Context: an optimization exercise on an open-source flow, tuned for small area and a short achievable clock period. The choices shown serve that exercise and are no tape-out recipe. In this exercise RTL edits were held to simulation tests only and were not proved equivalent to the original. Power figures rest on the tool's default switching activity, not on a simulated workload.

## flow/config.mk

```make
export PLATFORM = sky130hd
export DESIGN_NAME = init_cmd_store
export DESIGN_NICKNAME = init_cmd_store
export VERILOG_FILES = /design/flow/design.v
export SDC_FILE = /design/flow/constraint.sdc
export NUM_CORES = 4
export LEC_CHECK = 0
export CAP_MARGIN = 20
export CORE_MARGIN = 2
export CORE_UTILIZATION = 40
export SLEW_MARGIN = 20
```

## flow/constraint.sdc

```tcl
create_clock -name core_clock -period 4.0 [get_ports {clk}]
set_input_delay 0.8000 -clock core_clock [delete_from_list [all_inputs] [get_ports {clk}]]
set_output_delay 0.8000 -clock core_clock [all_outputs]
set_load 0.01 [all_outputs]
```

## flow/design.v

```verilog
`default_nettype none
package init_store_pkg;
  typedef enum logic [1:0] {
    ST_NONE   = 2'd0,
    ST_END    = 2'd1,
    ST_RANOUT = 2'd2,
    ST_ABORT  = 2'd3
  } status_e;
  localparam logic [23:0] DEF_END_CODE = 24'hFF_FFFF;
  localparam int DEV_HI = 23;
  localparam int DEV_LO = 16;
  localparam int REG_HI = 15;
  localparam int REG_LO = 8;
  localparam int VAL_HI = 7;
  localparam int VAL_LO = 0;
endpackage
`default_nettype wire
`default_nettype none
module ram_sdp_init #(
  parameter int DATA_W    = 24,
  parameter int ADDR_W    = 6,
  parameter     INIT_FILE = "adv7611.mif"
) (
  input  logic              clk,
  input  logic              rst,
  input  logic              a_we_i,
  input  logic [ADDR_W-1:0] a_addr_i,
  input  logic [DATA_W-1:0] a_wdata_i,
  output logic [DATA_W-1:0] a_rdata_o,
  input  logic [ADDR_W-1:0] b_addr_i,
  output logic [DATA_W-1:0] b_rdata_o
);
  localparam int DEPTH = 2**ADDR_W;
  logic [DATA_W-1:0] mem_q [DEPTH];
  logic [DATA_W-1:0] a_rdata_q;
  logic [DEPTH-1:0]  a_sel, b_sel;
  logic [DATA_W-1:0] a_rd, b_rd;
  always_ff @(posedge clk) begin
    for (int i = 0; i < DEPTH; i++) begin
      if (a_we_i && (a_addr_i == i[ADDR_W-1:0])) begin
        mem_q[i] <= a_wdata_i;
      end
    end
  end
  always_comb begin
    a_rd = '0;
    b_rd = '0;
    for (int i = 0; i < DEPTH; i++) begin
      a_sel[i] = (a_addr_i == i[ADDR_W-1:0]);
      b_sel[i] = (b_addr_i == i[ADDR_W-1:0]);
      a_rd = a_rd | (mem_q[i] & {DATA_W{a_sel[i]}});
      b_rd = b_rd | (mem_q[i] & {DATA_W{b_sel[i]}});
    end
  end
  always_ff @(posedge clk) begin
    if (rst) begin
      a_rdata_q <= '0;
    end else begin
      a_rdata_q <= a_rd;
    end
  end
  assign a_rdata_o = a_rdata_q;
  assign b_rdata_o = b_rd;
endmodule
`default_nettype wire
`default_nettype none
module init_cmd_store #(
  parameter int                DATA_W    = 24,
  parameter int                ADDR_W    = 6,
  parameter                    INIT_FILE = "adv7611.mif",
  parameter logic [DATA_W-1:0] END_CODE  = {DATA_W{1'b1}}
) (
  input  logic              clk,
  input  logic              rst,
  input  logic              host_we,
  input  logic [ADDR_W-1:0] host_addr,
  input  logic [DATA_W-1:0] host_wdata,
  output logic [DATA_W-1:0] host_rdata,
  input  logic              start,
  input  logic [ADDR_W-1:0] start_addr,
  input  logic              abort,
  output logic              busy,
  output logic              done,
  output logic [1:0]        status,
  output logic [ADDR_W:0]   count,
  output logic              m_valid,
  output logic [DATA_W-1:0] m_data,
  input  logic              m_ready
);
  localparam logic [1:0] S_IDLE  = 2'd0;
  localparam logic [1:0] S_RUN   = 2'd1;
  localparam logic [1:0] S_DRAIN = 2'd2;
  logic [1:0]        state_q, state_d;
  logic [ADDR_W:0]   ptr_q, ptr_d;
  logic              infl_q, infl_d;
  logic [1:0]        occ_q, occ_d;
  logic [DATA_W-1:0] slot0_q, slot0_d;
  logic [DATA_W-1:0] slot1_q, slot1_d;
  logic [ADDR_W:0]   count_q, count_d;
  init_store_pkg::status_e           status_q, status_d;
  logic              done_q, done_d;
  logic [DATA_W-1:0] mem_rd, ret_word;
  logic              pop, ret_valid, ret_end, push, issue, run;
  logic [1:0]        occ_next;
  logic [2:0]        credit;
  ram_sdp_init #(
    .DATA_W   (DATA_W),
    .ADDR_W   (ADDR_W),
    .INIT_FILE(INIT_FILE)
  ) u_ram (
    .clk      (clk),
    .rst      (rst),
    .a_we_i   (host_we),
    .a_addr_i (host_addr),
    .a_wdata_i(host_wdata),
    .a_rdata_o(host_rdata),
    .b_addr_i (ptr_q[ADDR_W-1:0]),
    .b_rdata_o(mem_rd)
  );
  always_comb begin
    run       = (state_q == S_RUN);
    pop       = (occ_q != 2'd0) && m_ready;
    ret_word  = occ_q[0] ? slot1_q : slot0_q;
    ret_valid = infl_q && run;
    ret_end   = ret_valid && (ret_word == END_CODE);
    push      = ret_valid && !ret_end;
    occ_next  = occ_q + {1'b0, push} - {1'b0, pop};
    credit    = {1'b0, occ_q} + {2'b00, infl_q} - {2'b00, pop};
    issue     = run && !ptr_q[ADDR_W] && !ret_end && !abort && (credit < 3'd2);
  end
  always_comb begin
    state_d  = state_q;
    ptr_d    = ptr_q;
    infl_d   = 1'b0;
    occ_d    = occ_next;
    slot0_d  = slot0_q;
    slot1_d  = slot1_q;
    count_d  = count_q + {{ADDR_W{1'b0}}, pop};
    status_d = status_q;
    done_d   = 1'b0;
    if (pop) begin
      slot0_d = slot1_q;
    end
    if (issue) begin
      if (occ_next[0]) begin
        slot1_d = mem_rd;
      end else begin
        slot0_d = mem_rd;
      end
    end
    case (state_q)
      S_IDLE: begin
        if (start && !abort) begin
          state_d  = S_RUN;
          ptr_d    = {1'b0, start_addr};
          count_d  = '0;
          status_d = init_store_pkg::ST_NONE;
          occ_d    = 2'd0;
        end
      end
      S_RUN: begin
        infl_d = issue;
        if (issue) begin
          ptr_d = ptr_q + 1'b1;
        end
        if (ret_end) begin
          state_d  = S_DRAIN;
          status_d = init_store_pkg::ST_END;
        end else if (ret_valid && ptr_q[ADDR_W]) begin
          state_d  = S_DRAIN;
          status_d = init_store_pkg::ST_RANOUT;
        end
      end
      S_DRAIN: begin
        if (occ_q == 2'd0) begin
          state_d = S_IDLE;
          done_d  = 1'b1;
        end
      end
      default: begin
        state_d = S_IDLE;
      end
    endcase
    if (abort && (state_q != S_IDLE)) begin
      state_d  = S_IDLE;
      occ_d    = 2'd0;
      infl_d   = 1'b0;
      status_d = init_store_pkg::ST_ABORT;
      done_d   = 1'b1;
    end
  end
  always_ff @(posedge clk) begin
    if (rst) begin
      state_q  <= S_IDLE;
      ptr_q    <= '0;
      infl_q   <= 1'b0;
      occ_q    <= 2'd0;
      count_q  <= '0;
      status_q <= init_store_pkg::ST_NONE;
      done_q   <= 1'b0;
    end else begin
      state_q  <= state_d;
      ptr_q    <= ptr_d;
      infl_q   <= infl_d;
      occ_q    <= occ_d;
      count_q  <= count_d;
      status_q <= status_d;
      done_q   <= done_d;
    end
  end
  always_ff @(posedge clk) begin
    slot0_q <= slot0_d;
    slot1_q <= slot1_d;
  end
  assign busy    = (state_q != S_IDLE);
  assign done    = done_q;
  assign status  = status_q;
  assign count   = count_q;
  assign m_valid = (occ_q != 2'd0);
  assign m_data  = slot0_q;
endmodule
`default_nettype wire
```

## flow/run.sh

```bash
#!/bin/bash
# synth_recipe.tcl (not shown) runs the flow's synth.tcl, then flattens the netlist and writes it again
# the make line also repeats each setting of config.mk as NAME=value (left out here)
make -C /OpenROAD-flow-scripts/flow DESIGN_CONFIG=/design/flow/config.mk WORK_HOME=/design/flow/orfs CLKGATE_MAP_FILE= SYNTH_SCRIPT=/design/flow/synth_recipe.tcl finish
```

==> reports/metrics.yaml, run 1 <==
setup_path:
  reg2reg_depth: 9
  cp_top_family: "simple AND/OR/NAND/NOR gates"
  cp.required_ps: 4830
  cp.buffers_inverters: 2
  arrival_ps: 5050
  worst_r2r_endpoint: "slot0_q[21]"
  crit_fanout: 9
  cp_cell_sequence: "inv_1 -> ha_1 -> nand3_2 -> nor2_2 -> buf_4 -> a2111oi_1 -> nand4_1 -> or4_4 -> mux2_2"
  reg2reg_from: "ptr_q[0]"
  path_class: "flip-flop to flip-flop"
  slowest_delay_ps: 1190
  worst_setup_path_end_kind: "flip-flop"
  reg2reg_slack_ps: -220
  crit_path_start_kind: "flip-flop"
  slowest_stage: "nor2_2"
synthesis:
  yosysTopAreaCellShare: 0.649
  async_flop_share: 0
  ys_types: 69
  synth-main-ff-cell: "edfxtp_1"
  synth_edf_count: 1560
  synthCells: 5195
  yosysWarnings: 3
  synth_fp_nets: 5247
  avgSynthCellArea_um2: 13.9
  yosysSeqAreaShare: 0.668
  synth_area_mm2: 0.0722
  ys_seq_elements: 1630
  synth.largest_area_cell: "edfxtp_1"
  synth.area.top_cells: "edfxtp_1 (65%), and3_1 (8.5%), a22oi_1 (6.1%)"
pwr:
  powerDensity_mw_per_mm2: 445
  p_leak_nw: 33.3
  ir_worst_vdd_v: 0.000353
floorplan:
  die_area_mm2: 0.184
  fp.dieW_um: 429
  ioPinCount: 102
  die_h_um: 429
  row_count: 155
  core_mm2: 0.179
  start_util: 0.404
timing:
  whs_ps: 469
  slew_headroom: 0.0757
  fin_crit_ps: 4220
  setup_viol: 26
  worst_slack_ps: -223
  fin_worst_skew_ps: 33.5
  tightest_slew_ps: 1390
  max_freq_mhz: 237
  final_max_slew_viol_count: 0
  finalHoldViolCount: 0
  fin_crit_sh: 1.06
route:
  drc: 0
  drtIter0Drc: 20600
  drtPass1Iterations: 17
  vias: 75800
  wl_per_cell_um: 66.8
  vias_per_cell: 8.91
  finalWirelength_um: 568000
  ant_nets: 1
placed_design:
  place.gp.congestion: 1.09
  place_ws_ps: -279
  io_buffers: 101
  dp_hpwl_um: 369000
  place_area_mm2: 0.0840
outcome:
  outcome: "finished with violations"
  violations: "antenna rules, setup timing"
finish:
  num-nets-final: 5838
  fin_util: 0.507
  area_delta_synth_final_pct: 25.6
  layout-drive-gt1-share: 0.229
  design_area_mm2: 0.0907
grt:
  grt_usage: 0.598
  grt_max_degree: 86
  grt_pass1_vias: 62800
  grt_overflow: 0
  grt_pass1_wl_um: 700000
  antenna_found_initial: 143
worst_hold_path:
  worstHoldPathCells: 1
  holdPathEnd: "u_ram.mem_q[5][12]"
  holdCritPathClass: "input port to flip-flop"
  worstHoldStart: "host_wdata[12]"
cts:
  clk_pin_slew_ps: 60
  clock-root-buffer: "clkbuf_16"
  cts_made_buffers: 178
  postCtsSetupRepairBufs: 0
  clk_path_buf_depth: 3
  h-tree-depth: 4
  cts_tree: "built"
  clkLatencyLatePin_ps: 910
  cts_sinks: 1630
run:
  maxCapViolations: 0
==> per-stage QoR <==
step / setup TNS, ps / power, mW / std cells
finish: -2880 / 40.3 / 8505
detailed placement: -702 / 22.9 / 7958
global route: -6.03 / 40.5 / 8334
CTS: 0 / 39.7 / 8292
floorplan: 0 / 20.5 / 5195
global placement: -539 / 22.9 / 7956
==> flip-flops by register name, summed over array words and instances, names as in the netlist <==
name / cells
count_q: 7
state_q: 2
u_ram.a_rdata_q: 24
status_q: 2
ptr_q: 7
infl_q: 1
occ_q: 2
slot0_q: 24
done_q: 1
slot1_q: 24
u_ram.mem_q: 1536
==> synth_stat cells, types with 19 or more instances <==
cell          n
and4_1       25
nor3_2       19
and3_1      977
nand3_1     201
a22o_1      108
mux2_2       30
a221oi_1    158
and3b_1      22
clkbuf_1    319
nand4_1     175
dfxtp_1      70
a32o_1       49
nor4_1       44
edfxtp_1   1560
nand2_1      43
nor3_1       63
a2111oi_0   279
a31oi_1      35
a22oi_1     587
buf_2        72
nor2_1       93
buf_6        34
==> metal layers <==
layer / GRT usage / vias to the layer above / wire, um
met5: 0.0593 / - / 1210
met4: 0.544 / 55 / 68600
met3: 0.389 / 3911 / 107000
met2: 0.741 / 11400 / 207000
met1: 0.683 / 36900 / 184000
li1: - / 23500 / -
==> cell type report <==
cell class | count | area, um^2
Fill cell | 15300 | 88100
Tap cell | 2355 | 2950
Clock buffer | 223 | 4770
Timing Repair Buffer | 864 | 10100
Multi-Input combinational cell | 3102 | 22800
Antenna cell | 210 | 526
Inverter | 10 | 37.5
Sequential cell | 1630 | 48300
Clock inverter | 111 | 1210
==> logic make-up (layout without fill, tap and decap cells) <==
group | count (synthesis) | after routing | share of synthesized area
xor+xnor | 8 | 8 | 0.000970
mux | 40 | 40 | 0.00607
compound gates | 1277 | 1277 | 0.144
fa+ha+maj | 10 | 10 | 0.00184
other cells | 0 | 210 | 0
simple gates | 1767 | 1767 | 0.150
flops | 1630 | 1630 | 0.668
buf+inv | 463 | 1208 | 0.0293
==> placed cells by master, fill, tap and decap left out, types with 40 or more instances in the layout <==
| cell type | n |
|---|---|
| buf_12 | 275 |
| a32o_1 | 49 |
| nand2_1 | 43 |
| buf_4 | 489 |
| dfxtp_1 | 68 |
| and3_1 | 915 |
| a2111oi_0 | 273 |
| edfxtp_1 | 1560 |
| nor3_2 | 40 |
| and3_2 | 62 |
| a221oi_1 | 158 |
| nand3_1 | 201 |
| diode_2 | 210 |
| a22oi_1 | 587 |
| clkdlybuf4s50_1 | 76 |
| a22o_1 | 108 |
| clkbuf_16 | 179 |
| nand4_1 | 175 |
==> worst max-delay path by stage <==
stage               startpoint           to  slack, ps  cells past startpoint
floorplan             occ_q[1]  slot0_q[10]         20                     14
finish                ptr_q[0]  slot0_q[21]       -220                      9
global route          ptr_q[0]   slot1_q[8]         -6                     12
CTS                   ptr_q[0]   slot1_q[8]         20                     12
global placement      ptr_q[0]   slot0_q[2]       -250                     10
detailed placement    ptr_q[0]   slot0_q[2]       -280                     10
==> power by group <==
group / switching, mW / internal, mW
combinational: 2.58 / 1.11
clock: 7.75 / 9.66
sequential: 0.251 / 19.0
total: 10.6 / 29.7
==> repair_timing <==
item / CTS / global route
endpoints found under the setup margin: 4 / 9
resized for setup: 3 / 7
hold buffers: 0 / 0
==> run 2, diff against run 1 <==
--- a/flow/design.v
+++ b/flow/design.v
@@ -16,6 +16,39 @@
 endpackage
 `default_nettype wire
 `default_nettype none
+module ram_ao3 (
+  input  logic [2:0] s,
+  input  logic [2:0] d,
+  output logic       y_n
+);
+  assign y_n = ~((s[0] & d[0]) | (s[1] & d[1]) | (s[2] & d[2]));
+endmodule
+module ram_col (
+  input  logic [63:0] s,
+  input  logic [63:0] d,
+  output logic        y
+);
+  logic [21:0] leaf_n;
+  for (genvar g = 0; g < 21; g++) begin : g_leaf
+    ram_ao3 u_ao3 (
+      .s  (s[3*g +: 3]),
+      .d  (d[3*g +: 3]),
+      .y_n(leaf_n[g])
+    );
+  end
+  assign leaf_n[21] = ~(s[63] & d[63]);
+  assign y = ~(&leaf_n);
+endmodule
+module ram_dec (
+  input  logic [5:0]  a,
+  output logic [63:0] sel
+);
+  always_comb begin
+    for (int i = 0; i < 64; i++) begin
+      sel[i] = (a == i[5:0]);
+    end
+  end
+endmodule
 module ram_sdp_init #(
   parameter int DATA_W    = 24,
   parameter int ADDR_W    = 6,
@@ -34,6 +67,7 @@
   logic [DATA_W-1:0] mem_q [DEPTH];
   logic [DATA_W-1:0] a_rdata_q;
   logic [DEPTH-1:0]  a_sel, b_sel;
+  logic [DEPTH-1:0]  col [DATA_W];
   logic [DATA_W-1:0] a_rd, b_rd;
   always_ff @(posedge clk) begin
     for (int i = 0; i < DEPTH; i++) begin
@@ -42,15 +76,14 @@
       end
     end
   end
-  always_comb begin
-    a_rd = '0;
-    b_rd = '0;
-    for (int i = 0; i < DEPTH; i++) begin
-      a_sel[i] = (a_addr_i == i[ADDR_W-1:0]);
-      b_sel[i] = (b_addr_i == i[ADDR_W-1:0]);
-      a_rd = a_rd | (mem_q[i] & {DATA_W{a_sel[i]}});
-      b_rd = b_rd | (mem_q[i] & {DATA_W{b_sel[i]}});
-    end
+  ram_dec u_dec_a (.a(a_addr_i), .sel(a_sel));
+  ram_dec u_dec_b (.a(b_addr_i), .sel(b_sel));
+  for (genvar b = 0; b < DATA_W; b++) begin : g_bit
+    for (genvar i = 0; i < DEPTH; i++) begin : g_row
+      assign col[b][i] = mem_q[i][b];
+    end
+    ram_col u_col_a (.s(a_sel), .d(col[b]), .y(a_rd[b]));
+    ram_col u_col_b (.s(b_sel), .d(col[b]), .y(b_rd[b]));
   end
   always_ff @(posedge clk) begin
     if (rst) begin
--- a/flow/config.mk
+++ b/flow/config.mk
@@ -9,3 +9,5 @@
 export CORE_MARGIN = 2
 export CORE_UTILIZATION = 40
 export SLEW_MARGIN = 20
+export SYNTH_HIERARCHICAL = 1
+export SYNTH_MINIMUM_KEEP_SIZE = 0
==> reports/metrics.yaml, run 2 <==
floorplan:
  start_util: 0.402  # -0.00145
  die_area_mm2: 0.163  # -12%
  fp.dieW_um: 403  # -6.0%
  ioPinCount: 102  # unchanged
  core_mm2: 0.158  # -11%
  die_h_um: 403  # -6.0%
  row_count: 146  # -5.8%
finish:
  fill_cells: 12900  # -15%
  layout-drive-gt1-share: 0.219  # -0.0105
  final_common_cell: "edfxtp_1"
  final_cell_mix: "edfxtp_1 (1,560), a222oi_1 (1,008), buf_4 (376)"
  num-nets-final: 4399  # -25%
  fin_cells: 6570  # -23%
  largest_register_ffs: 1536  # unchanged
  area_delta_synth_final_pct: 23.5
  regMostFlops: "u_ram.mem_q"
  design_area_mm2: 0.0787  # -13%
grt:
  grt_pass1_wl_um: 347000  # -50%
  antenna_found_initial: 22  # -85%
  grt_pass1_vias: 45000  # -28%
  grt_overflow: 0  # unchanged
  grt_usage: 0.303  # -0.295
  grt_max_degree: 65  # -24%
synthesis:
  yosysMostFrequentCell: "edfxtp_1"
  avgSynthCellArea_um2: 17.5  # +26%
  yosys-top-cells-count: "edfxtp_1 (1,560), a222oi_1 (1,008), nor2_1 (243)"
  synth_edf_count: 1560  # unchanged
  synth_fp_nets: 3678  # -30%
  async_flop_share: 0  # unchanged
  synth_area_mm2: 0.0637  # -12%
  synth.largest_area_cell: "edfxtp_1"
  yosysSeqAreaShare: 0.757  # +0.0889
  ys_seq_elements: 1630  # unchanged
  yosysTopAreaCellShare: 0.735  # +0.0863
  synthCells: 3632  # -30%
  synth-main-ff-cell: "edfxtp_1"
  synth.area.top_cells: "edfxtp_1 (74%), a222oi_1 (16%), dfxtp_1 (2.2%)"
  yosysWarnings: 13  # +10
  ys_types: 52  # -25%
worst_hold_path:
  holdCritPathClass: "input port to flip-flop"
setup_path:
  reg2reg_from: "ptr_q[1]"
  startpoint: "host_addr[0]"
  slowest_delay_ps: 890  # -300 ps
  reg2reg_slack_ps: 10  # +230 ps
  path_depth: 11  # +2
  crit_top_cell: "buf_4"
  cp.buffers_inverters: 4  # +2
  reg2reg_depth: 9  # unchanged
  crit_path_start_kind: "input port"
  worst_setup_path_end_kind: "flip-flop"
  crit_fanout: 17  # +8
  arrival_ps: 4790  # -260 ps
  worst_r2r_endpoint: "slot0_q[22]"
  slowest_stage: "nor4_1"
  path_class: "input port to flip-flop"
  cp_top_family: "simple AND/OR/NAND/NOR gates"
  cp_cell_sequence: "clkdlybuf4s50_1 -> buf_4 -> nand2b_1 -> buf_4 -> nor2_2 -> buf_4 -> a222oi_1 -> nand4_1 -> nor4_1 -> nand2_1 -> nor2b_1"
  cp.required_ps: 4690  # -140 ps
  crit_end: "u_ram.a_rdata_q[5]"
placed_design:
  place_ws_ps: -666  # -388 ps
  place.gp.congestion: 0.992  # -9.0%
  place_area_mm2: 0.0730  # -13%
  io_buffers: 101  # unchanged
  dp_hpwl_um: 164000  # -56%
  dp.cells: 6253  # -21%
timing:
  final_max_slew_viol_count: 0  # unchanged
  slew_headroom: 0.151  # +0.0754
  finalHoldViolCount: 0  # unchanged
  worst_slack_ps: -103  # +120 ps
  max_freq_mhz: 244  # +2.9%
  rsz0062_at_grt: "false"
  fin_worst_skew_ps: 52.3  # +18.8 ps
  tightest_slew_ps: 1270  # -113 ps
  fin_crit_sh: 1.03  # -0.0301
  setup_viol: 1  # -96%
  fin_crit_ps: 4100  # -120 ps
cts:
  ctsResizeCount: 0  # -3
  clock-root-buffer: "clkbuf_16"
  cts_hold_buf: 0  # unchanged
  cts_made_buffers: 169  # -5.1%
  clk_path_buf_depth: 3  # unchanged
  clk_pin_slew_ps: 60  # about the same
  postCtsSetupRepairBufs: 0  # unchanged
  cts_sinks: 1630  # unchanged
  h-tree-depth: 4  # unchanged
  cts_tree: "built"
  clkLatencyLatePin_ps: 840  # -70 ps
route:
  drtIter0Drc: 14000  # -32%
  ant_nets: 0  # -1
  wl_per_cell_um: 38.7  # -42%
  drtPass1Iterations: 14  # -3
  vias: 48400  # -36%
  vias_per_cell: 7.37  # -17%
  finalWirelength_um: 254000  # -55%
  drc: 0  # unchanged
outcome:
  outcome: "finished with violations"
  violations: "setup timing"
pwr:
  powerDensity_mw_per_mm2: 476  # +7.1%
  ir_worst_vdd_v: 0.000459  # +30%
  p_leak_nw: 24.9  # -25%
run:
  maxCapViolations: 0  # unchanged
run 2: cell families after synthesis:
kind of cell / share of synthesized area
DFF: 0.757
AOI/OAI and AO/OA: 0.170
and+or+nand+nor: 0.0669
buffers and inverters: 0.00403
xor gates and xnor gates: 0.00110
adders and majority gates: 0.000903
run 2: power breakdown:
part | total [mW] | switching [mW] | internal (mW) | leakage [nW]
clock | 16.0 | 6.83 | 9.13 | 2.70
combinational | 2.37 | 1.58 | 0.796 | 7.57
sequential | 19.1 | 0.204 | 18.9 | 14.6
run 2: how the worst min path moves through the flow:
| stage | slack [ps] | start | cells after the start | to |
|---|---|---|---|---|
| 2_1_floorplan | 460 | ptr_q[6] | 2 | ptr_q[6] |
| 3_3_place_gp | 440 | status_q[1] | 2 | status_q[1] |
| 3_5_place_dp | 440 | status_q[1] | 2 | status_q[1] |
| 4_1_cts | 220 | rst | 2 | ptr_q[6] |
| 5_1_grt | 250 | rst | 2 | ptr_q[6] |
| 6_report | 260 | rst | 2 | ptr_q[6] |
run 2: area by class of cell:
class / instances / area [um^2] / share of cell area
antenna: 8 / 20.0 / 0.000254
clock buffer: 218 / 4550 / 0.0578
clock inverter: 90 / 1080 / 0.0138
inverter: 8 / 30.0 / 0.000382
multi-input combinational: 1944 / 15900 / 0.203
sequential: 1630 / 48200 / 0.613
tap: 2072 / 2590 / 0.0329
timing repair buffer: 600 / 6240 / 0.0792
run 2: metrics by stage:
stage / hold WS, ps / power (mW) / setup TNS [ps] / utilization
2_1_floorplan: 463 / 20.1 / 0 / -
3_3_place_gp: 435 / 21.7 / -4680 / 0.461
3_5_place_dp: 439 / 21.7 / -4610 / 0.461
4_1_cts: 216 / 37.4 / 0 / 0.497
5_1_grt: 251 / 38.3 / 0 / 0.497
6_report: 261 / 37.5 / -103 / 0.497
run 2: routing by layer:
metal	GRT usage	part of all wire	vias up
li1	-	-	19000
met1	0.396	0.35	24100
met2	0.445	0.43	4527
met3	0.114	0.17	686
met4	0.143	0.056	26
met5	0.0146	0.0019	-
run 2: per-module statistics from Yosys, one instance, submodules excluded, excerpt:
module | copies in the design | flip-flops and latches | cell area [um^2]
ram_dec | 2 | 0 | 465
init_cmd_store | 1 | 70 | 3010
ram_ao3 | 1008 | 0 | 10.0
ram_col | 48 | 0 | 51.3
==> run 3, diff against run 2 <==
--- a/flow/design.v
+++ b/flow/design.v
@@ -60,7 +60,8 @@
   input  logic [ADDR_W-1:0] a_addr_i,
   input  logic [DATA_W-1:0] a_wdata_i,
   output logic [DATA_W-1:0] a_rdata_o,
-  input  logic [ADDR_W-1:0] b_addr_i,
+  input  logic [7:0]        b_hi_i,
+  input  logic [7:0]        b_lo_i,
   output logic [DATA_W-1:0] b_rdata_o
 );
   localparam int DEPTH = 2**ADDR_W;
@@ -77,7 +78,11 @@
     end
   end
   ram_dec u_dec_a (.a(a_addr_i), .sel(a_sel));
-  ram_dec u_dec_b (.a(b_addr_i), .sel(b_sel));
+  always_comb begin
+    for (int i = 0; i < DEPTH; i++) begin
+      b_sel[i] = b_hi_i[i / 8] & b_lo_i[i % 8];
+    end
+  end
   for (genvar b = 0; b < DATA_W; b++) begin : g_bit
     for (genvar i = 0; i < DEPTH; i++) begin : g_row
       assign col[b][i] = mem_q[i][b];
@@ -124,7 +129,9 @@
   localparam logic [1:0] S_RUN   = 2'd1;
   localparam logic [1:0] S_DRAIN = 2'd2;
   logic [1:0]        state_q, state_d;
-  logic [ADDR_W:0]   ptr_q, ptr_d;
+  logic [7:0]        phi_q, phi_d;
+  logic [7:0]        plo_q, plo_d;
+  logic              pend_q, pend_d;
   logic              infl_q, infl_d;
   logic [1:0]        occ_q, occ_d;
   logic [DATA_W-1:0] slot0_q, slot0_d;
@@ -147,7 +154,8 @@
     .a_addr_i (host_addr),
     .a_wdata_i(host_wdata),
     .a_rdata_o(host_rdata),
-    .b_addr_i (ptr_q[ADDR_W-1:0]),
+    .b_hi_i   (phi_q),
+    .b_lo_i   (plo_q),
     .b_rdata_o(mem_rd)
   );
   always_comb begin
@@ -159,11 +167,13 @@
     push      = ret_valid && !ret_end;
     occ_next  = occ_q + {1'b0, push} - {1'b0, pop};
     credit    = {1'b0, occ_q} + {2'b00, infl_q} - {2'b00, pop};
-    issue     = run && !ptr_q[ADDR_W] && !ret_end && !abort && (credit < 3'd2);
+    issue     = run && !pend_q && !ret_end && !abort && (credit < 3'd2);
   end
   always_comb begin
     state_d  = state_q;
-    ptr_d    = ptr_q;
+    phi_d    = phi_q;
+    plo_d    = plo_q;
+    pend_d   = pend_q;
     infl_d   = 1'b0;
     occ_d    = occ_next;
     slot0_d  = slot0_q;
@@ -185,7 +195,9 @@
       S_IDLE: begin
         if (start && !abort) begin
           state_d  = S_RUN;
-          ptr_d    = {1'b0, start_addr};
+          phi_d    = 8'd1 << start_addr[5:3];
+          plo_d    = 8'd1 << start_addr[2:0];
+          pend_d   = 1'b0;
           count_d  = '0;
           status_d = init_store_pkg::ST_NONE;
           occ_d    = 2'd0;
@@ -194,12 +206,16 @@
       S_RUN: begin
         infl_d = issue;
         if (issue) begin
-          ptr_d = ptr_q + 1'b1;
+          plo_d = {plo_q[6:0], plo_q[7]};
+          if (plo_q[7]) begin
+            phi_d  = {phi_q[6:0], 1'b0};
+            pend_d = phi_q[7];
+          end
         end
         if (ret_end) begin
           state_d  = S_DRAIN;
           status_d = init_store_pkg::ST_END;
-        end else if (ret_valid && ptr_q[ADDR_W]) begin
+        end else if (ret_valid && pend_q) begin
           state_d  = S_DRAIN;
           status_d = init_store_pkg::ST_RANOUT;
         end
@@ -225,7 +241,6 @@
   always_ff @(posedge clk) begin
     if (rst) begin
       state_q  <= S_IDLE;
-      ptr_q    <= '0;
       infl_q   <= 1'b0;
       occ_q    <= 2'd0;
       count_q  <= '0;
@@ -233,7 +248,6 @@
       done_q   <= 1'b0;
     end else begin
       state_q  <= state_d;
-      ptr_q    <= ptr_d;
       infl_q   <= infl_d;
       occ_q    <= occ_d;
       count_q  <= count_d;
@@ -242,6 +256,9 @@
     end
   end
   always_ff @(posedge clk) begin
+    phi_q   <= phi_d;
+    plo_q   <= plo_d;
+    pend_q  <= pend_d;
     slot0_q <= slot0_d;
     slot1_q <= slot1_d;
   end
==> flow/flow/run.sh (new file) <==
#!/bin/bash
# Standard ORFS layout, with the port buffers made as plain buf_4 cells
# instead of the delay-buffer cell buffer_ports picks by default.
set -euo pipefail
bash standard.sh BUFFER_PORTS_ARGS="-buffer_cell sky130_fd_sc_hd__buf_4" finish > standard.log 2>&1
==> flow/standard.sh (new file) <==
#!/bin/bash
# synth_recipe.tcl (not shown) runs the flow's synth.tcl, then flattens the netlist and writes it again
# the make line also repeats each setting of config.mk as NAME=value (left out here)
make -C /OpenROAD-flow-scripts/flow DESIGN_CONFIG=/design/flow/config.mk WORK_HOME=/design/flow/orfs CLKGATE_MAP_FILE= SYNTH_SCRIPT=/design/flow/synth_recipe.tcl "${@:-finish}"
--- a/flow/config.mk
+++ b/flow/config.mk
@@ -7,7 +7,8 @@
 export LEC_CHECK = 0
 export CAP_MARGIN = 20
 export CORE_MARGIN = 2
-export CORE_UTILIZATION = 40
+export CORE_UTILIZATION = 50
+export SETUP_SLACK_MARGIN = 1.0
 export SLEW_MARGIN = 20
 export SYNTH_HIERARCHICAL = 1
 export SYNTH_MINIMUM_KEEP_SIZE = 0
removed: flow/run.sh
==> reports/metrics.yaml, run 3 <==
finish:
  layout-drive-gt1-share: 0.228  # +0.00909
  regMostFlops: "u_ram.mem_q"
  num-nets-final: 4254  # -3.3%
  fin_cells: 6017  # -8.4%
  area_delta_synth_final_pct: 19.7
  design_area_mm2: 0.0768  # -2.4%
  largest_register_ffs: 1536  # unchanged
  final_cell_mix: "edfxtp_1 (1,577), a222oi_1 (1,008), buf_4 (413)"
  final_common_cell: "edfxtp_1"
placed_design:
  dp.cells: 5646  # -9.7%
  io_buffers: 101  # unchanged
  place.gp.congestion: 0.955  # -3.7%
  dp_hpwl_um: 156000  # -4.6%
  place_area_mm2: 0.0700  # -4.1%
setup_path:
  reg2reg_slack_ps: 930  # +920 ps
  arrival_ps: 3930  # -860 ps
  crit_path_start_kind: "input port"
  cp.required_ps: 4660  # -30 ps
  reg2reg_from: "phi_q[3]"
  crit_end: "u_ram.a_rdata_q[19]"
  startpoint: "host_addr[5]"
  reg2reg_depth: 8  # -1
  crit_fanout: 20  # +3
  path_class: "input port to flip-flop"
  worst_setup_path_end_kind: "flip-flop"
  worst_r2r_endpoint: "slot0_q[10]"
cts:
  cts_made_buffers: 168  # -0.59%
  h-tree-depth: 4  # unchanged
  cts_tree: "built"
  clk_path_buf_depth: 3  # unchanged
  cts_sinks: 1640  # +0.61%
  cts_hold_buf: 0  # unchanged
  clock-root-buffer: "clkbuf_16"
  clk_pin_slew_ps: 60  # about the same
  clkLatencyLatePin_ps: 820  # -20 ps
floorplan:
  fp.dieW_um: 362  # -10%
  row_count: 131  # -10%
  core_mm2: 0.128  # -19%
  die_h_um: 362  # -10%
  die_area_mm2: 0.131  # -19%
  ioPinCount: 102  # unchanged
  start_util: 0.503  # +0.101
grt:
  grt_usage: 0.378  # +0.0746
  grt_pass1_vias: 44500  # -1.0%
  use_met3: 0.138  # +0.0238
  top_usage_layer: "met2"
  grt_max_degree: 65  # unchanged
  grt_pass1_wl_um: 347000  # -0.15%
  grtUsageMet1: 0.507  # +0.112
  antenna_found_initial: 18  # -18%
  grt_overflow: 0  # unchanged
  use_met2: 0.547  # +0.102
synthesis:
  yosysTopAreaCellShare: 0.738  # +0.00278
  synth.area.mux_share: 0.00538  # +0.00538
  avgSynthCellArea_um2: 17.8  # +1.7%
  synth_top_family_by_area: "compound AO/OA/AOI/OAI gates"
  yosysWarnings: 13  # unchanged
  synth.area.top_cells: "edfxtp_1 (74%), a222oi_1 (16%), nand4_1 (2.0%)"
  ys_types: 52  # unchanged
  synth-main-ff-cell: "edfxtp_1"
  yosysSeqAreaShare: 0.758  # about the same
  async_flop_share: 0  # unchanged
  synthAdderAreaFrac: 0.000702  # -0.000201
  synth_edf_count: 1577  # +1.1%
  yosysMostFrequentCell: "edfxtp_1"
  synthCells: 3598  # -0.94%
  synth_fp_nets: 3643  # -0.95%
  synth_area_mm2: 0.0642  # +0.71%
  ys_seq_elements: 1640  # +0.61%
  synth_compound_area_frac: 0.167  # -0.00274
  synth.largest_area_cell: "edfxtp_1"
  synth_xor_area_frac: 0.00109  # -0.00000774
  synthSimpleGateAreaFrac: 0.0650  # -0.00191
  yosys-top-cells-count: "edfxtp_1 (1,577), a222oi_1 (1,008), nand4_1 (203)"
route:
  drc: 0  # unchanged
  finalWirelength_um: 257000  # +0.97%
  drtPass1Iterations: 14  # unchanged
  ant_nets: 0  # unchanged
  wl_per_cell_um: 42.6  # +10%
  vias_per_cell: 8.06  # +9.4%
  vias: 48500  # +0.19%
  drtIter0Drc: 15900  # +13%
timing:
  rsz0062_at_grt: "true"
  fin_crit_ps: 3270  # -833 ps
  tightest_slew_ps: 1220  # -50.7 ps
  finalHoldViolCount: 0  # unchanged
  slew_headroom: 0.186  # +0.0347
  max_freq_mhz: 306  # +25%
  fin_crit_sh: 0.817  # -0.208
  whs_ps: 240  # -20.9 ps
  final_max_slew_viol_count: 0  # unchanged
  fin_worst_skew_ps: 31.2  # -21.1 ps
  setup_viol: 0  # -1
run:
  maxCapViolations: 0  # unchanged
pwr:
  ir_worst_vdd_v: 0.000415  # -9.6%
  p_leak_nw: 24.3  # -2.5%
  powerDensity_mw_per_mm2: 492  # +3.4%
outcome:
  outcome: "timing/DRC/antenna clean"
worst_hold_path:
  holdCritPathClass: "input port to flip-flop"
run 3: cell count changes after synthesis, moves of 5 or more:
cell	change
a31oi_1	-26
clkbuf_1	-11
nand2_1	+26
nand4_1	-5
nor2_1	-100
edfxtp_1	+17
mux2_4	+20
and2_1	+66
a22o_1	+9
dfxtp_1	-7
nand4bb_1	-6
run 3: worst min path at each step:
stage / slack [ps] / cells after the start / to / from
after global routing: 230 / 2 / state_q[1] / abort
after CTS: 180 / 2 / state_q[0] / abort
after global placement: 460 / 2 / count_q[0] / count_q[0]
after floorplan: 490 / 2 / count_q[0] / count_q[0]
after detailed placement: 470 / 2 / count_q[0] / count_q[0]
final: 240 / 2 / state_q[1] / abort
run 3: routing by layer:
metal  vias to the layer above  wire, um  share of wire
met5                         -       175        0.00068
met4                        26     14200          0.055
met3                       826     44000           0.17
met2                      4978    110000           0.43
met1                     24000     88100           0.34
li1                      18700         -              -
run 3: kinds of logic after synthesis:
| group | count (synthesis) |
|---|---|
| AOI/OAI and AO/OA | 1095 |
| DFF | 1640 |
| xor gates and xnor gates | 8 |
| buffers and inverters | 43 |
| muxes | 24 |
| adders and majority gates | 3 |
| and+or+nand+nor | 785 |
run 3: final cells by class:
cell class,instances,area (um^2)
Sequential cell,1640,48600
Clock inverter,96,985
Antenna cell,9,22.5
Inverter,9,33.8
Clock buffer,211,4530
Timing Repair Buffer,474,4180
Fill cell,9504,50700
Multi-Input combinational cell,1916,16400
Tap cell,1662,2080
run 3: where the power goes:
group / leakage (nW) / total (mW) / internal, mW / switching, mW
clock: 2.71 / 15.9 / 9.13 / 6.72
combinational: 6.92 / 2.74 / 0.899 / 1.84
sequential: 14.6 / 19.2 / 19.0 / 0.204
run 3: metrics by stage:
| step | TNS (ps) | worst slack [ps] | total power, mW | util |
|---|---|---|---|---|
| finish | 0 | 730 | 37.8 | 0.603 |
| global route | 0 | 886 | 38.6 | 0.602 |
| CTS | 0 | 928 | 37.6 | 0.596 |
| detailed placement | -746 | -372 | 22.0 | 0.549 |
| global placement | -1460 | -666 | 22.0 | 0.549 |
| floorplan | 0 | 1030 | 20.5 | - |
run 3: critical path, stage by stage:
cell      delay, ps
buf_4           220
nand4b_1        320
nor2_2          210
buf_4           280
a222oi_1        490
nand4_1         790
nor4_2          520
nand2_1          90
nor2b_1         170
run 3: Yosys stat by module (local to each module, per instance), excerpt:
module,flip-flops and latches,area (um^2),cells inside
init_cmd_store,80,3530,320
ram_ao3,0,10.0,1
ram_col,0,51.3,9
ram_dec,0,465,95
run 3: what timing repair did:
| action | in CTS | in global routing |
|---|---|---|
| setup buffers | 31 | 16 |
| endpoints found under the setup margin | 57 | 73 |
| pin swaps | 35 | 54 |
| gates cloned | 0 | 7 |
| gates resized for setup | 63 | 107 |
==> run 4, diff against run 3 <==
==> flow/run.sh (new file) <==
#!/bin/bash
# synth_recipe.tcl (not shown) runs the flow's synth.tcl, then flattens the netlist and writes it again
# the make line also repeats each setting of config.mk as NAME=value (left out here)
make -C /OpenROAD-flow-scripts/flow DESIGN_CONFIG=/design/flow/config.mk WORK_HOME=/design/flow/orfs CLKGATE_MAP_FILE= SYNTH_SCRIPT=/design/flow/synth_recipe.tcl finish
removed: flow/flow/run.sh
removed: flow/standard.sh
==> reports/metrics.yaml, run 4 <==
synthesis:
  yosysTopAreaCellShare: 0.738  # unchanged
  synth_top_family_by_area: "compound AO/OA/AOI/OAI gates"
  synth.area.mux_share: 0.00538  # unchanged
  synth_xor_area_frac: 0.00109  # unchanged
  ys_seq_elements: 1640  # unchanged
  synth_edf_count: 1577  # unchanged
  yosysMostFrequentCell: "edfxtp_1"
  ys_types: 52  # unchanged
  synth_fp_nets: 3643  # unchanged
  synth.area.top_cells: "edfxtp_1 (74%), a222oi_1 (16%), nand4_1 (2.0%)"
  synth_area_mm2: 0.0642  # unchanged
  synthCells: 3598  # unchanged
  synth.largest_area_cell: "edfxtp_1"
  yosysWarnings: 13  # unchanged
  synthAdderAreaFrac: 0.000702  # unchanged
  synth-main-ff-cell: "edfxtp_1"
  yosysSeqAreaShare: 0.758  # unchanged
  synthSimpleGateAreaFrac: 0.0650  # unchanged
  yosys-top-cells-count: "edfxtp_1 (1,577), a222oi_1 (1,008), nand4_1 (203)"
  async_flop_share: 0  # unchanged
  synth_compound_area_frac: 0.167  # unchanged
  avgSynthCellArea_um2: 17.8  # unchanged
pwr:
  p_leak_nw: 25.1  # +3.6%
  ir_worst_vdd_v: 0.000389  # -6.2%
  finalPower_mw: 38.0  # +0.39%
  powerDensity_mw_per_mm2: 482  # -2.0%
grt:
  grt_usage: 0.386  # +0.00797
  antenna_found_initial: 20  # +2
  grt_overflow: 0  # unchanged
  grt_pass1_wl_um: 353000  # +1.9%
  grt_pass1_vias: 45300  # +1.7%
  grt_max_degree: 54  # -17%
placed_design:
  dp_hpwl_um: 163000  # +4.6%
  io_buffers: 101  # unchanged
  place_area_mm2: 0.0710  # +1.4%
  place_ws_ps: -691  # -319 ps
  place.gp.congestion: 0.963  # +0.84%
run:
  maxCapViolations: 0  # unchanged
finish:
  final_cell_mix: "edfxtp_1 (1,577), a222oi_1 (1,008), buf_4 (411)"
  num-nets-final: 4397  # +3.4%
  regMostFlops: "u_ram.mem_q"
  largest_register_ffs: 1536  # unchanged
  design_area_mm2: 0.0787  # +2.4%
  fill_cells: 9311  # -2.0%
  fin_util: 0.617  # +0.0147
  area_delta_synth_final_pct: 22.6
  final_common_cell: "edfxtp_1"
  layout-drive-gt1-share: 0.240  # +0.0119
route:
  drtIter0Drc: 15400  # -3.3%
  wl_per_cell_um: 42.8  # +0.30%
  drc: 0  # unchanged
  finalWirelength_um: 263000  # +2.7%
  vias_per_cell: 8.02  # -0.44%
  ant_nets: 0  # unchanged
  drtPass1Iterations: 13  # -1
  vias: 49400  # +1.9%
setup_path:
  crit_path_start_kind: "input port"
  worst_setup_path_end_kind: "flip-flop"
  reg2reg_slack_ps: 860  # -70 ps
  cp.required_ps: 4650  # about the same
  crit_fanout: 5  # -75%
  startpoint: "host_addr[4]"
  reg2reg_from: "plo_q[3]"
  arrival_ps: 3900  # -30 ps
  path_class: "input port to flip-flop"
cts:
  clkLatencyLatePin_ps: 810  # about the same
  h-tree-depth: 4  # unchanged
  cts_sinks: 1640  # unchanged
  cts_hold_buf: 0  # unchanged
  cts_tree: "built"
  clock-root-buffer: "clkbuf_16"
  clk_pin_slew_ps: 60  # about the same
  clk_path_buf_depth: 3  # unchanged
  cts_made_buffers: 166  # -1.2%
timing:
  final_max_slew_viol_count: 0  # unchanged
  whs_ps: 469  # +229 ps
  setup_viol: 0  # unchanged
  worst_slack_ps: 746  # +16.0 ps
  fin_crit_sh: 0.813  # -0.00401
  max_freq_mhz: 307  # +0.49%
  fin_worst_skew_ps: 27.7  # -3.58 ps
  finalHoldViolCount: 0  # unchanged
  tightest_slew_ps: 1300  # +80.9 ps
  slew_headroom: 0.132  # -0.0539
  fin_crit_ps: 3250  # -16.0 ps
  rsz0062_at_grt: "true"
floorplan:
  row_count: 131  # unchanged
  start_util: 0.503  # unchanged
  ioPinCount: 102  # unchanged
  core_mm2: 0.128  # unchanged
  fp.dieW_um: 362  # unchanged
  die_area_mm2: 0.131  # unchanged
  die_h_um: 362  # unchanged
worst_hold_path:
  holdCritPathClass: "flip-flop to flip-flop"
  worstHoldStart: "count_q[0]"
outcome:
  outcome: "timing/DRC/antenna clean"
## run 4: cell counts after synthesis
No cell type changed its count.
## run 4: critical path, cell delays in order
cell and delay, ps:
buf_6 90, buf_6 130, buf_6 130, nand4b_1 100, buf_6 150, buf_6 130
nor2_4 70, buf_12 150, a222oi_1 400, nand4_1 860, nor4_1 530, buf_4 160
nand2_1 30, nor2b_1 150
## run 4: per-module statistics from Yosys, one instance, submodules excluded, excerpt
module	cells	times used	flops+latches	cell area (um^2)
init_cmd_store	320	1	80	3530
ram_col	9	48	0	51.3
ram_dec	95	1	0	465
ram_ao3	1	1008	0	10.0
## run 4: final cells by class
cell class,count,area (um^2),share of cell area
antenna,10,25.0,0.000318
clock buffer,203,4450,0.0566
timing repair buffer,619,5940,0.0755
multi-input combinational,1916,16500,0.210
clock inverter,102,1020,0.0130
inverter,9,33.8,0.000429
sequential,1640,48600,0.618
tap,1662,2080,0.0264
## run 4: stage by stage
| stage | setup TNS [ps] | instances |
|---|---|---|
| final | 0 | 6161 |
| after detailed placement | -6060 | 5737 |
| after CTS | 0 | 6110 |
| after global routing | 0 | 6151 |
| after global placement | -7990 | 5734 |
| after floorplan | 0 | 3598 |
## run 4: final timing paths
check                           cells after the start                   to
worst max-delay path                               14  u_ram.a_rdata_q[12]
worst min-delay path                                2           count_q[0]
worst min register to register                      2           count_q[0]
worst max register to register                     10           slot0_q[8]
## run 4: metal layers
metal	track usage	vias up	wire length, um
met5	0	-	133
met4	0.184	20	15800
met3	0.149	813	46300
met2	0.559	5008	111000
met1	0.512	24600	89800
li1	-	19000	-
## run 4: timing repair
action / 4_1_cts / 5_1_grt
pin swaps: 46 / 100
resized for setup: 152 / 142
setup buffers: 64 / 28
endpoints found under the setup margin: 75 / 51
cloned: 4 / 11
## run 4: kinds of logic after synthesis
kind of cell,Yosys count
flip-flops,1640
XOR/XNOR,8
adder cells (fa/ha/maj),3
AO/OA/AOI/OAI,1095
multiplexers,24
AND/OR/NAND/NOR,785
buffers and inverters,43
## run 4: where the power goes
| group | switching [mW] | total [mW] | internal, mW |
|---|---|---|---|
| sequential | 0.231 | 19.3 | 19.0 |
| clock | 6.68 | 15.8 | 9.09 |
| combinational | 1.91 | 2.94 | 1.03 |
| total | 8.83 | 38.0 | 29.2 |
==> run 5, diff against run 4 <==
--- a/flow/config.mk
+++ b/flow/config.mk
@@ -7,8 +7,9 @@
 export LEC_CHECK = 0
 export CAP_MARGIN = 20
 export CORE_MARGIN = 2
-export CORE_UTILIZATION = 50
-export SETUP_SLACK_MARGIN = 1.0
+export CORE_UTILIZATION = 65
+export PLACE_DENSITY = 0.75
+export SETUP_SLACK_MARGIN = 0.3
 export SLEW_MARGIN = 20
 export SYNTH_HIERARCHICAL = 1
 export SYNTH_MINIMUM_KEEP_SIZE = 0
==> reports/metrics.yaml, run 5 <==
floorplan:
  row_count: 115  # -12%
  die_h_um: 318  # -12%
  start_util: 0.654  # +0.151
  die_area_mm2: 0.101  # -23%
  fp.dieW_um: 318  # -12%
  ioPinCount: 102  # unchanged
  core_mm2: 0.0981  # -23%
synthesis:
  yosysTopAreaCellShare: 0.738  # unchanged
  synth_edf_count: 1577  # unchanged
  synth_area_mm2: 0.0642  # unchanged
  ys_types: 52  # unchanged
  yosysWarnings: 13  # unchanged
  ys_seq_elements: 1640  # unchanged
  yosysSeqAreaShare: 0.758  # unchanged
  avgSynthCellArea_um2: 17.8  # unchanged
  synth.area.top_cells: "edfxtp_1 (74%), a222oi_1 (16%), nand4_1 (2.0%)"
  synth.largest_area_cell: "edfxtp_1"
  synthCells: 3598  # unchanged
  yosysMostFrequentCell: "edfxtp_1"
  yosys-top-cells-count: "edfxtp_1 (1,577), a222oi_1 (1,008), nand4_1 (203)"
  async_flop_share: 0  # unchanged
  synth_fp_nets: 3643  # unchanged
  synth-main-ff-cell: "edfxtp_1"
timing:
  setup_viol: 0  # unchanged
  fin_crit_sh: 0.972  # +0.158
  rsz0062_at_grt: "true"
  finalHoldViolCount: 0  # unchanged
  slew_headroom: 0.0958  # -0.0360
  tns_ps: 0  # unchanged
  final_max_slew_viol_count: 0  # unchanged
  fin_crit_ps: 3890  # +633 ps
  fin_worst_skew_ps: 24.1  # -3.52 ps
  max_freq_mhz: 257  # -16%
  whs_ps: 490  # +21.0 ps
  tightest_slew_ps: 1350  # +52.5 ps
setup_path:
  slowest_delay_ps: 650  # -210 ps
  path_class: "flip-flop to flip-flop"
  worst_setup_path_end_kind: "flip-flop"
  cp_cell_sequence: "and2_1 -> buf_4 -> a222oi_1 -> nand4_1 -> nor4_1 -> buf_4 -> nand2_1 -> mux2_4"
  crit_top_cell: "buf_4"
  crit_path_start_kind: "flip-flop"
  arrival_ps: 4560  # +660 ps
  crit_fanout: 13  # +8
  cp.required_ps: 4670  # +20 ps
  slowest_stage: "and2_1"
run:
  maxCapViolations: 0  # unchanged
finish:
  final_common_cell: "edfxtp_1"
  regMostFlops: "u_ram.mem_q"
  largest_register_ffs: 1536  # unchanged
  fin_util: 0.778  # +0.161
  layout-drive-gt1-share: 0.206  # -0.0341
  num-nets-final: 4340  # -1.3%
  final_cell_mix: "edfxtp_1 (1,577), a222oi_1 (1,008), buf_4 (420)"
  area_delta_synth_final_pct: 19.0
pwr:
  p_leak_nw: 24.3  # -3.4%
  powerDensity_mw_per_mm2: 483  # +0.19%
  p_sw_mw: 8.57  # -2.9%
  seqPwrFrac: 0.521  # +0.014
  comb_power_share: 0.077  # about the same
  p_int_mw: 28.3  # -2.8%
  clkPwrFrac: 0.402  # -0.013
  p_sw_frac: 0.232  # about the same
  ir_worst_vdd_v: 0.000494  # +27%
grt:
  antenna_found_initial: 26  # +30%
  grt_usage: 0.504  # +0.119
  grt_overflow: 0  # unchanged
  grt_max_degree: 65  # +20%
  grt_pass1_vias: 47900  # +5.7%
  grt_pass1_wl_um: 358000  # +1.3%
route:
  drc: 0  # unchanged
  wl_per_cell_um: 45.5  # +6.4%
  vias: 51200  # +3.6%
  ant_nets: 0  # unchanged
  drtPass1Iterations: 22  # +9
  finalWirelength_um: 260000  # -1.1%
  drtIter0Drc: 18900  # +22%
  vias_per_cell: 8.94  # +11%
cts:
  cts_made_buffers: 160  # -3.6%
  cts_tree: "built"
  clk_pin_slew_ps: 70  # about the same
  h-tree-depth: 4  # unchanged
  cts_hold_buf: 0  # unchanged
  clk_path_buf_depth: 3  # unchanged
  cts_sinks: 1640  # unchanged
  clock-root-buffer: "clkbuf_16"
  clkLatencyLatePin_ps: 790  # -20 ps
placed_design:
  dp_hpwl_um: 161000  # -1.6%
  place.gp.congestion: 1.04  # +7.8%
  io_buffers: 101  # unchanged
outcome:
  outcome: "timing/DRC/antenna clean"
worst_hold_path:
  holdCritPathClass: "flip-flop to flip-flop"
[run 5: cell counts after synthesis]
Identical to the previous run, type by type.
[run 5: area by class of cell]
cell class,count,area [um^2]
clock buffers,212,4440
well taps,1287,1610
diodes,14,35.0
fillers,5461,21800
multi-input cells,1915,16000
clock inverters,81,644
repair buffers,569,5000
inverters,9,33.8
flip-flops and latches,1640,48600
[run 5: path summary, 6_finish.rpt]
path | from | endpoint | slack, ps | depth (start not counted)
max | plo_q[2] | slot0_q[8] | 110 | 8
min | count_q[0] | count_q[0] | 490 | 2
max reg2reg | plo_q[2] | slot0_q[8] | 110 | 8
min reg2reg | count_q[0] | count_q[0] | 490 | 2
[run 5: cell families after synthesis]
kind of cell | synth area share
fa+ha+maj | 0.000702
mux | 0.00538
simple gates | 0.0650
buf+inv | 0.00306
xor+xnor | 0.00109
compound gates | 0.167
flops | 0.758
[run 5: modules after synthesis (local to each module, per instance), excerpt]
module,cell area [um^2],flip-flops and latches,cells inside
ram_col,51.3,0,9
init_cmd_store,3530,80,320
ram_ao3,10.0,0,1
ram_dec,465,0,95
[run 5: metal layers]
metal | vias to the layer above | GRT usage | part of all wire
li1 | 18900 | - | -
met1 | 24200 | 0.627 | 0.29
met2 | 6652 | 0.708 | 0.41
met3 | 1476 | 0.224 | 0.20
met4 | 22 | 0.355 | 0.095
met5 | - | 0.0165 | 0.0013
[run 5: critical path: cells and delay by family, from the launching register on]
family	cells	cell delay, ps
buffers and inverters	2	630
AND/OR/NAND/NOR	4	1760
multiplexers	1	300
AO/OA/AOI/OAI	1	440
flip-flops	1	610
[run 5: repair_timing]
action,CTS,global route
gates resized for setup,10,24
setup buffers,0,3
pin swaps,0,7
setup endpoints to repair,12,18
[run 5: power groups by stage]
stage	Clock, mW	Combinational, mW	Sequential, mW
3_5_place_dp	0	2.58	19.6
3_3_place_gp	0	2.51	19.6
4_1_cts	14.7	2.60	19.2
6_report	14.8	2.83	19.2
5_1_grt	15.4	2.80	19.2
2_1_floorplan	0	0.923	19.5
[run 5: through the flow]
stage | setup slack (ps) | power [mW] | area [um^2] | cells
2_1_floorplan | 592 | 20.5 | 64200 | 3598
3_3_place_gp | -1470 | 22.1 | 70800 | 5408
3_5_place_dp | -681 | 22.2 | 71000 | 5415
4_1_cts | 304 | 36.6 | 76100 | 5708
5_1_grt | 225 | 37.4 | 76300 | 5714
6_report | 113 | 36.9 | 76300 | 5727
==> run 6, diff against run 5 <==
--- a/flow/design.v
+++ b/flow/design.v
@@ -40,12 +40,13 @@
   assign y = ~(&leaf_n);
 endmodule
 module ram_dec (
+  input  logic        en,
   input  logic [5:0]  a,
   output logic [63:0] sel
 );
   always_comb begin
     for (int i = 0; i < 64; i++) begin
-      sel[i] = (a == i[5:0]);
+      sel[i] = en && (a == i[5:0]);
     end
   end
 endmodule
@@ -60,8 +61,7 @@
   input  logic [ADDR_W-1:0] a_addr_i,
   input  logic [DATA_W-1:0] a_wdata_i,
   output logic [DATA_W-1:0] a_rdata_o,
-  input  logic [7:0]        b_hi_i,
-  input  logic [7:0]        b_lo_i,
+  input  logic [2**ADDR_W-1:0] b_sel_i,
   output logic [DATA_W-1:0] b_rdata_o
 );
   localparam int DEPTH = 2**ADDR_W;
@@ -77,12 +77,8 @@
       end
     end
   end
-  ram_dec u_dec_a (.a(a_addr_i), .sel(a_sel));
-  always_comb begin
-    for (int i = 0; i < DEPTH; i++) begin
-      b_sel[i] = b_hi_i[i / 8] & b_lo_i[i % 8];
-    end
-  end
+  ram_dec u_dec_a (.en(!rst), .a(a_addr_i), .sel(a_sel));
+  assign b_sel = b_sel_i;
   for (genvar b = 0; b < DATA_W; b++) begin : g_bit
     for (genvar i = 0; i < DEPTH; i++) begin : g_row
       assign col[b][i] = mem_q[i][b];
@@ -91,11 +87,7 @@
     ram_col u_col_b (.s(b_sel), .d(col[b]), .y(b_rd[b]));
   end
   always_ff @(posedge clk) begin
-    if (rst) begin
-      a_rdata_q <= '0;
-    end else begin
-      a_rdata_q <= a_rd;
-    end
+    a_rdata_q <= a_rd;
   end
   assign a_rdata_o = a_rdata_q;
   assign b_rdata_o = b_rd;
@@ -129,8 +121,7 @@
   localparam logic [1:0] S_RUN   = 2'd1;
   localparam logic [1:0] S_DRAIN = 2'd2;
   logic [1:0]        state_q, state_d;
-  logic [7:0]        phi_q, phi_d;
-  logic [7:0]        plo_q, plo_d;
+  logic [63:0]       psel_q, psel_d;
   logic              pend_q, pend_d;
   logic              infl_q, infl_d;
   logic [1:0]        occ_q, occ_d;
@@ -154,8 +145,7 @@
     .a_addr_i (host_addr),
     .a_wdata_i(host_wdata),
     .a_rdata_o(host_rdata),
-    .b_hi_i   (phi_q),
-    .b_lo_i   (plo_q),
+    .b_sel_i  (psel_q),
     .b_rdata_o(mem_rd)
   );
   always_comb begin
@@ -171,8 +161,7 @@
   end
   always_comb begin
     state_d  = state_q;
-    phi_d    = phi_q;
-    plo_d    = plo_q;
+    psel_d   = psel_q;
     pend_d   = pend_q;
     infl_d   = 1'b0;
     occ_d    = occ_next;
@@ -195,8 +184,7 @@
       S_IDLE: begin
         if (start && !abort) begin
           state_d  = S_RUN;
-          phi_d    = 8'd1 << start_addr[5:3];
-          plo_d    = 8'd1 << start_addr[2:0];
+          psel_d   = 64'd1 << start_addr;
           pend_d   = 1'b0;
           count_d  = '0;
           status_d = init_store_pkg::ST_NONE;
@@ -206,11 +194,8 @@
       S_RUN: begin
         infl_d = issue;
         if (issue) begin
-          plo_d = {plo_q[6:0], plo_q[7]};
-          if (plo_q[7]) begin
-            phi_d  = {phi_q[6:0], 1'b0};
-            pend_d = phi_q[7];
-          end
+          psel_d = {psel_q[62:0], 1'b0};
+          pend_d = psel_q[63];
         end
         if (ret_end) begin
           state_d  = S_DRAIN;
@@ -256,8 +241,7 @@
     end
   end
   always_ff @(posedge clk) begin
-    phi_q   <= phi_d;
-    plo_q   <= plo_d;
+    psel_q  <= psel_d;
     pend_q  <= pend_d;
     slot0_q <= slot0_d;
     slot1_q <= slot1_d;
--- a/flow/config.mk
+++ b/flow/config.mk
@@ -7,9 +7,8 @@
 export LEC_CHECK = 0
 export CAP_MARGIN = 20
 export CORE_MARGIN = 2
-export CORE_UTILIZATION = 65
-export PLACE_DENSITY = 0.75
-export SETUP_SLACK_MARGIN = 0.3
+export CORE_UTILIZATION = 50
+export SETUP_SLACK_MARGIN = 1.6
 export SLEW_MARGIN = 20
 export SYNTH_HIERARCHICAL = 1
 export SYNTH_MINIMUM_KEEP_SIZE = 0
==> reports/metrics.yaml, run 6 <==
setup_path:
  cp.buffers_inverters: 2  # unchanged
  cp_top_family: "simple AND/OR/NAND/NOR gates"
  slowest_stage: "a222oi_1"
  crit_fanout: 5  # -8
  worst_setup_path_end_kind: "flip-flop"
  arrival_ps: 3700  # -860 ps
  crit_path_start_kind: "flip-flop"
  path_class: "flip-flop to flip-flop"
  cp.required_ps: 4710  # +40 ps
  cp_cell_sequence: "buf_6 -> buf_12 -> a222oi_1 -> nand4_1 -> nor4_4 -> nand2_2 -> mux2_4"
  slowest_delay_ps: 560  # -90 ps
grt:
  grt_pass1_wl_um: 393000  # +9.9%
  grt_max_degree: 72  # +11%
  grt_pass1_vias: 48300  # +0.85%
  antenna_found_initial: 16  # -38%
  grt_usage: 0.425  # -0.0790
  grt_overflow: 0  # unchanged
timing:
  finalHoldViolCount: 0  # unchanged
  setup_viol: 0  # unchanged
  fin_worst_skew_ps: 38.0  # +13.9 ps
  fin_crit_sh: 0.747  # -0.225
  whs_ps: 227  # -263 ps
  max_freq_mhz: 335  # +30%
  tightest_slew_ps: 1340  # -13.9 ps
  fin_crit_ps: 2990  # -898 ps
  rsz0062_at_grt: "true"
  final_max_slew_viol_count: 0  # unchanged
  tns_ps: 0  # unchanged
  slew_headroom: 0.0992  # +0.00338
floorplan:
  fp.dieW_um: 367  # +15%
  die_area_mm2: 0.134  # +33%
  die_h_um: 367  # +15%
  row_count: 133  # +16%
  core_mm2: 0.131  # +33%
  start_util: 0.502  # -0.152
  ioPinCount: 102  # unchanged
synthesis:
  async_flop_share: 0  # unchanged
  synth_area_mm2: 0.0657  # +2.4%
  ys_seq_elements: 1688  # +2.9%
  yosysWarnings: 13  # unchanged
  synth.largest_area_cell: "edfxtp_1"
  yosysMostFrequentCell: "edfxtp_1"
  yosysSeqAreaShare: 0.761  # +0.00393
  synth_edf_count: 1625  # +3.0%
  yosysTopAreaCellShare: 0.742  # +0.00440
  synth.area.top_cells: "edfxtp_1 (74%), a222oi_1 (15%), nand4_1 (1.9%)"
  ys_types: 59  # +13%
  yosys-top-cells-count: "edfxtp_1 (1,625), a222oi_1 (1,008), nand4_1 (203)"
  synthCells: 3645  # +1.3%
  synth_fp_nets: 3690  # +1.3%
  synth-main-ff-cell: "edfxtp_1"
  avgSynthCellArea_um2: 18.0  # +1.1%
cts:
  cts_tree: "built"
  cts_hold_buf: 0  # unchanged
  clk_path_buf_depth: 3  # unchanged
  clk_pin_slew_ps: 60  # about the same
  cts_made_buffers: 171  # +6.9%
  h-tree-depth: 4  # unchanged
  clock-root-buffer: "clkbuf_16"
  clkLatencyLatePin_ps: 840  # +50 ps
  cts_sinks: 1688  # +2.9%
finish:
  final_common_cell: "edfxtp_1"
  layout-drive-gt1-share: 0.285  # +0.0788
  num-nets-final: 4688  # +8.0%
  final_cell_mix: "edfxtp_1 (1,625), a222oi_1 (1,008), buf_4 (452)"
  largest_register_ffs: 1536  # unchanged
  fill_cells: 9075  # +66%
  top_regs: "u_ram.mem_q (1536), psel_q (64)"
  regMostFlops: "u_ram.mem_q"
  area_delta_synth_final_pct: 28.9
route:
  finalWirelength_um: 297000  # +14%
  drc: 0  # unchanged
  highest_layer: "met5"
  routed-wl-met3_um: 56700  # +11%
  drtPass1Iterations: 15  # -32%
  ant_nets: 0  # unchanged
  wl_per_cell_um: 45.3  # -0.36%
  wl_met1_um: 95000  # +24%
  drtIter0Drc: 17400  # -8.0%
  vias_per_cell: 8.06  # -9.8%
  wl_met2_um: 122000  # +14%
  vias: 52800  # +3.2%
pwr:
  p_int_mw: 30.0  # +5.7%
  ir_worst_vdd_v: 0.000535  # +8.3%
  clkPwrFrac: 0.416  # +0.014
  p_leak_nw: 27.6  # +14%
  p_sw_mw: 9.00  # +5.0%
  comb_power_share: 0.075  # -0.002
  powerDensity_mw_per_mm2: 460  # -4.9%
  finalPower_mw: 39.0  # +5.5%
  p_sw_frac: 0.231  # -0.00125
  seqPwrFrac: 0.509  # -0.012
placed_design:
  io_buffers: 101  # unchanged
  place.gp.congestion: 0.993  # -4.3%
  dp_hpwl_um: 168000  # +4.9%
worst_hold_path:
  holdCritPathClass: "input port to flip-flop"
run:
  maxCapViolations: 0  # unchanged
outcome:
  outcome: "timing/DRC/antenna clean"
## run 6: cell count changes in the layout (fill, tap and decap cells not counted), moves of 32 or more
cell	change
a22o_1	+40
and2_1	-49
buf_12	+74
buf_4	+32
buf_6	+116
clkdlybuf4s50_1	-68
dlygate4sd2_1	+52
edfxtp_1	+48
nor2_2	-80
nor2_4	+119
## run 6: what timing repair did
| item | 4_1_cts | 5_1_grt |
|---|---|---|
| endpoints found under the hold margin | 0 | 0 |
| setup buffers | 295 | 45 |
| pin swaps | 235 | 176 |
| cloned | 53 | 11 |
| resized for setup | 460 | 133 |
| endpoints found under the setup margin | 398 | 163 |
## run 6: final timing paths
kind                  startpoint                 end  slack, ps  cells after the start
hold reg to reg       count_q[0]          count_q[0]        460                      2
setup / recovery      psel_q[30]          slot0_q[7]       1010                      7
setup reg to reg      psel_q[30]          slot0_q[7]       1010                      7
hold / removal    host_wdata[21]  u_ram.mem_q[3][21]        230                      1
## run 6: power groups by stage
stage	sequential [mW]	clock, mW	combinational [mW]
3_3_place_gp	20.3	0	2.06
3_5_place_dp	20.3	0	2.11
4_1_cts	19.8	16.1	2.64
6_report	19.8	16.2	2.91
2_1_floorplan	20.3	0	0.708
5_1_grt	19.8	16.8	2.92
## run 6: cells by family (layout without fill, tap and decap cells)
family / Yosys count / after routing / synth area share
flip-flops: 1688 / 1688 / 0.761
buffers and inverters: 47 / 1154 / 0.00354
AO/OA/AOI/OAI: 1139 / 1142 / 0.169
AND/OR/NAND/NOR: 736 / 767 / 0.0591
multiplexers: 24 / 24 / 0.00525
adder cells (fa/ha/maj): 3 / 3 / 0.000685
other: 0 / 11 / 0
XOR/XNOR: 8 / 8 / 0.00107
## run 6: Yosys stat by module (local to each module, per instance), a selection
module / cell area, um^2 / copies in the design
init_cmd_store: 5640 / 1
ram_ao3: 10.0 / 1008
ram_col: 51.3 / 48
ram_dec: 468 / 1
## run 6: per-stage QoR
stage	utilization	cells	setup slack, ps	instance area, um^2
after floorplan	-	3645	1140	66400
after global placement	0.554	5808	-1180	72600
after detailed placement	0.556	5821	-621	72800
after CTS	0.638	6485	1300	83600
after global routing	0.647	6542	1180	84700
final	0.647	6552	1010	84700
## run 6: area by class of cell
class                           instances  area [um^2]  share of cell area
Inverter                                8         37.5            0.000443
Antenna cell                           11         27.5            0.000325
Sequential cell                      1688        50100               0.591
Multi-Input combinational cell       1944        17800               0.210
Tap cell                             1755         2200              0.0259
Timing Repair Buffer                  830         9020               0.106
Clock buffer                          229         4720              0.0556
Clock inverter                         87          855              0.0101
## run 6: per-layer routing
layer	GRT usage	vias to the layer above
li1	-	19800
met5	0.00142	-
met4	0.252	18
met2	0.594	5914
met1	0.545	26000
met3	0.192	1069
## run 6: worst register-to-register path, cell delays in order, from the launching register on
cell	delay, ps
edfxtp_1	420
buf_6	150
buf_12	140
a222oi_1	570
nand4_1	520
nor4_4	530
nand2_2	230
mux2_4	310

-- afterwards: timing with drivers on the ports --
In the flow no input, the clock included, has a driving cell. The finished layouts below were timed again as built, in two steps. Step 1 (the two cells are an assumption about what drives the block):
set clk [get_ports {clk}]
set_driving_cell -lib_cell sky130_fd_sc_hd__clkbuf_16 $clk
set_driving_cell -lib_cell sky130_fd_sc_hd__buf_2 [delete_from_list [all_inputs] $clk]
Step 2 times the ports against the registers' clock, not the clock port: input delays grow and output delays shrink by t, the midpoint of the rising clock arrivals with the driver on. Three values: no drivers, after step 1, after step 2; two values: the first two.
run	t, ns	setup WS [ns]	hold WS [ns]	worst setup path after step 2
run 1	0.995	-0.223 / -0.223 / -0.286	0.469 / 0.390 / 0.491	input to register
run 2	0.899	-0.103 / -0.040 / -0.938	0.261 / 0.204 / 0.444	input to register
run 3	0.891	0.730 / 0.677 / -0.214	0.240 / 0.194 / 0.474	input to register
run 4	0.881	0.746 / 0.743 / -0.138	0.469 / 0.469 / 0.469	input to register
run 5	0.857	0.113 / 0.113 / -0.678	0.490 / 0.490 / 0.490	input to register
run 6	0.903	1.011 / 1.011 / 0.194	0.227 / 0.177 / 0.464	input to register
Met with ideal ports but missed after step 2: setup timing in run 3, run 4 and run 5. For run 3, which loses most, drivers alone change the setup slack by -0.053 ns; drivers and shift together by -0.944 ns.
